Background: an optimization exercise with open tools, aiming at small area, a short achievable clock period and few clock cycles per item. Do not read the settings as production practice. Where RTL was checked, it was by simulation tests only, not by an equivalence proof against the original.

== red ==
==> module systolic_top, before the edit <==
module systolic_top (
    input  logic     clk,
    input  logic     rst_n,
    input  logic     wb_cyc,
    input  logic     wb_stb,
    input  logic     wb_we,
    input  logic [5:0]  wb_adr,
    input  logic [31:0] wb_dat_w,
    output logic [31:0] wb_dat_r,
    output logic     wb_ack
);
    logic        req;
    logic        wr;
    logic        start;
    logic        lock;
    assign req   = wb_cyc && wb_stb && !wb_ack;
    assign wr    = req && wb_we && !lock;
    assign start = wr && (wb_adr == 6'd32) && wb_dat_w[0];
    always_ff @(posedge clk or negedge rst_n) begin
        if (!rst_n) begin
            wb_ack <= 1'b0;
        end else begin
            wb_ack <= req;
        end
    end
    logic [15:0] a_mem [16];
    logic [7:0]  b_mem [16];
    logic [15:0] a_vld;
    logic [15:0] b_vld;
    always_ff @(posedge clk) begin
        if (wr && wb_adr[5:4] == 2'd0) begin
            a_mem[wb_adr[3:0]] <= wb_dat_w[15:0];
        end
        if (wr && wb_adr[5:4] == 2'd1) begin
            b_mem[wb_adr[3:0]] <= wb_dat_w[7:0];
        end
    end
    always_ff @(posedge clk or negedge rst_n) begin
        if (!rst_n) begin
            a_vld <= '0;
            b_vld <= '0;
        end else begin
            if (wr && wb_adr[5:4] == 2'd0) begin
                a_vld[wb_adr[3:0]] <= 1'b1;
            end
            if (wr && wb_adr[5:4] == 2'd1) begin
                b_vld[wb_adr[3:0]] <= 1'b1;
            end
        end
    end
    logic        run;
    logic [3:0]  fcnt;
    logic        op_v;
    logic        cs_v;
    logic        st_busy;
    logic        st_done;
    logic        c_vld;
    always_ff @(posedge clk or negedge rst_n) begin
        if (!rst_n) begin
            run     <= 1'b0;
            fcnt    <= '0;
            op_v    <= 1'b0;
            cs_v    <= 1'b0;
            st_busy <= 1'b0;
            st_done <= 1'b0;
            c_vld   <= 1'b0;
        end else begin
            op_v <= start || run;
            cs_v <= op_v;
            if (start) begin
                run     <= 1'b1;
                fcnt    <= 4'd1;
                st_busy <= 1'b1;
                st_done <= 1'b0;
                c_vld   <= 1'b1;
            end
            if (run) begin
                fcnt <= fcnt + 1'b1;
                if (fcnt == 4'd15) begin
                    run <= 1'b0;
                    st_busy <= 1'b0;
                    st_done <= 1'b1;
                end
            end
        end
    end
    assign lock = op_v || cs_v;
    logic [15:0] op_a [4];
    logic [15:0] op_one;
    logic [15:0] op_two;
    logic [15:0] op_neg;
    logic [3:0]  row_sel;
    logic [3:0]  col_sel;
    always_comb begin
        for (int x = 0; x < 4; x++) begin
            row_sel[x] = (fcnt[3:2] == 2'(x));
            col_sel[x] = (fcnt[1:0] == 2'(x));
        end
    end
    always_ff @(posedge clk) begin
        for (int k = 0; k < 4; k++) begin
            logic [15:0] a;
            logic        av;
            logic [7:0]  b;
            logic        bv;
            logic [8:0]  bx;
            a  = '0;
            av = 1'b0;
            b  = '0;
            bv = 1'b0;
            for (int x = 0; x < 4; x++) begin
                a  = a  | ({16{row_sel[x]}} & a_mem[4*x + k]);
                av = av | (row_sel[x] & a_vld[4*x + k]);
                b  = b  | ({8{col_sel[x]}} & b_mem[4*k + x]);
                bv = bv | (col_sel[x] & b_vld[4*k + x]);
            end
            op_a[k] <= a;
            bx = {((av && bv) ? b : 8'd0), 1'b0};
            for (int m = 0; m < 4; m++) begin
                op_one[4*k+m] <= bx[2*m+1] ^ bx[2*m];
                op_two[4*k+m] <= (bx[2*m+2] && !bx[2*m+1] && !bx[2*m]) ||
                                 (!bx[2*m+2] && bx[2*m+1] && bx[2*m]);
                op_neg[4*k+m] <= bx[2*m+2];
            end
        end
    end
    localparam int ROWS = 4;
    logic [ROWS*26-1:0] tree_rows;
    logic [ROWS*26-1:0] cs_rows;
    logic [25:0]        cs_sum;
    dot4_tree u_tree (
        .a0   (op_a[0]),
        .a1   (op_a[1]),
        .a2   (op_a[2]),
        .a3   (op_a[3]),
        .one  (op_one),
        .two  (op_two),
        .neg  (op_neg),
        .rows (tree_rows)
    );
    always_ff @(posedge clk) begin
        cs_rows <= tree_rows;
    end
    rows_add u_add (
        .rows (cs_rows),
        .sum  (cs_sum)
    );
    logic [25:0] c_q [16];
    always_ff @(posedge clk) begin
        if (cs_v) begin
            for (int e = 0; e < 15; e++) begin
                c_q[e] <= c_q[e+1];
            end
            c_q[15] <= cs_sum;
        end
    end
    logic [25:0] rd_d;
    logic [25:0] rd_q;
    logic [15:0] sel_a;
    logic [15:0] sel_b;
    logic [15:0] sel_c;
    always_comb begin
        for (int w = 0; w < 16; w++) begin
            sel_a[w] = (wb_adr == 6'(w)) && a_vld[w];
            sel_b[w] = (wb_adr == 6'(16 + w)) && b_vld[w];
            sel_c[w] = (wb_adr == 6'(48 + w)) && c_vld;
        end
        rd_d = '0;
        for (int w = 0; w < 16; w++) begin
            rd_d = rd_d | ({26{sel_a[w]}} & 26'($signed(a_mem[w])))
                        | ({26{sel_b[w]}} & 26'($signed(b_mem[w])))
                        | ({26{sel_c[w]}} & c_q[w]);
        end
        if (wb_adr == 6'd33) begin
            rd_d[1:0] = {st_done, st_busy};
        end
    end
    always_ff @(posedge clk) begin
        rd_q <= rd_d;
    end
    assign wb_dat_r = {{6{rd_q[25]}}, rd_q};
endmodule
==> flow/config.mk <==
export PLATFORM = sky130hd
export DESIGN_NAME = systolic_top
export DESIGN_NICKNAME = systolic_top
export VERILOG_FILES = /design/flow/design.v
export SDC_FILE = /design/flow/constraint.sdc
export NUM_CORES = 4
export LEC_CHECK = 0
export ABC_CLOCK_PERIOD_IN_PS = 3000
export CAP_MARGIN = 20
export CORE_MARGIN = 2
export CORE_UTILIZATION = 40
export CTS_CLUSTER_DIAMETER = 120
export CTS_CLUSTER_SIZE = 24
export SLEW_MARGIN = 20
==> flow/constraint.sdc <==
create_clock -name core_clock -period 10.0 [get_ports {clk}]
set_input_delay 2.0000 -clock core_clock [delete_from_list [all_inputs] [get_ports {clk}]]
set_output_delay 2.0000 -clock core_clock [all_outputs]
set_load 0.01 [all_outputs]
standard.sh (not shown) runs the stock make flow with config.mk's settings and CLKGATE_MAP_FILE= SYNTH_SCRIPT=/design/flow/synth_recipe.tcl, a recipe that flattens the netlist after the stock synthesis.
==> flow/flow/run.sh <==
#!/bin/bash
set -euo pipefail
bash standard.sh SETUP_SLACK_MARGIN=6.5 finish > standard_flow.log 2>&1
red | status: complete | timing, DRC, antenna: pass
Edits applied to the flow inputs when going from red to blue:
--- a/flow/design.v
+++ b/flow/design.v
@@ -848,16 +848,33 @@
             wb_ack <= req;
         end
     end
+    logic        w_a;
+    logic        w_b;
+    logic [3:0]  w_idx;
+    logic [15:0] w_dat;
+    always_ff @(posedge clk or negedge rst_n) begin
+        if (!rst_n) begin
+            w_a <= 1'b0;
+            w_b <= 1'b0;
+        end else begin
+            w_a <= wr && wb_adr[5:4] == 2'd0;
+            w_b <= wr && wb_adr[5:4] == 2'd1;
+        end
+    end
+    always_ff @(posedge clk) begin
+        w_idx <= wb_adr[3:0];
+        w_dat <= wb_dat_w[15:0];
+    end
     logic [15:0] a_mem [16];
     logic [7:0]  b_mem [16];
     logic [15:0] a_vld;
     logic [15:0] b_vld;
     always_ff @(posedge clk) begin
-        if (wr && wb_adr[5:4] == 2'd0) begin
-            a_mem[wb_adr[3:0]] <= wb_dat_w[15:0];
+        if (w_a) begin
+            a_mem[w_idx] <= w_dat;
         end
-        if (wr && wb_adr[5:4] == 2'd1) begin
-            b_mem[wb_adr[3:0]] <= wb_dat_w[7:0];
+        if (w_b) begin
+            b_mem[w_idx] <= w_dat[7:0];
         end
     end
     always_ff @(posedge clk or negedge rst_n) begin
@@ -865,11 +882,11 @@
             a_vld <= '0;
             b_vld <= '0;
         end else begin
-            if (wr && wb_adr[5:4] == 2'd0) begin
-                a_vld[wb_adr[3:0]] <= 1'b1;
+            if (w_a) begin
+                a_vld[w_idx] <= 1'b1;
             end
-            if (wr && wb_adr[5:4] == 2'd1) begin
-                b_vld[wb_adr[3:0]] <= 1'b1;
+            if (w_b) begin
+                b_vld[w_idx] <= 1'b1;
             end
         end
     end
--- outcome ---
The routed length on met1 number comes out higher for blue vs red. Fraction of area in registers in blue is 1.7 points higher than in red. Worst slack after detailed placement was lower in red than in blue. Of red and blue, the run reporting the higher count of non-CTS inverters in the layout was blue. Critical path depth, red and blue: lower on blue. blue: met1 global-route usage is 0.87 points lower than what red reported. met3 global-route usage for blue is higher than for red.
Testbench counts of blue, summed over its fixed seeds: cycles 43,776, jobs 384.
The RTL of red was laid out without a check of its function.

-- afterwards: timing with drivers on the ports --
How much do the figures lean on ideal ports? The routed layouts below were timed once more, with nothing changed but the port constraints.
Step 1: set_driving_cell puts a clkbuf_16 on clk and a buf_2 on each other input, an assumption about the parent block.
Step 2 adds t to the input delays and takes it off the output delays; t is the mean of the earliest and latest rising clock arrival at the registers after step 1. Input paths then give back, and output paths get back, about the clock's delay inside the block.
Slacks: no drivers / after step 1 / after step 2; pairs: no drivers / after step 1.
run	shift t [ns]	setup WS [ns]	worst data-port slew with drivers (ns)
red	0.742	6.287 / 6.287 / 5.639	0.16
blue	0.759	6.409 / 6.409 / 5.726	0.09
After both steps every run listed still meets setup and hold. For blue, which loses most, drivers alone change the setup slack by 0.000 ns; drivers and shift together by -0.683 ns.
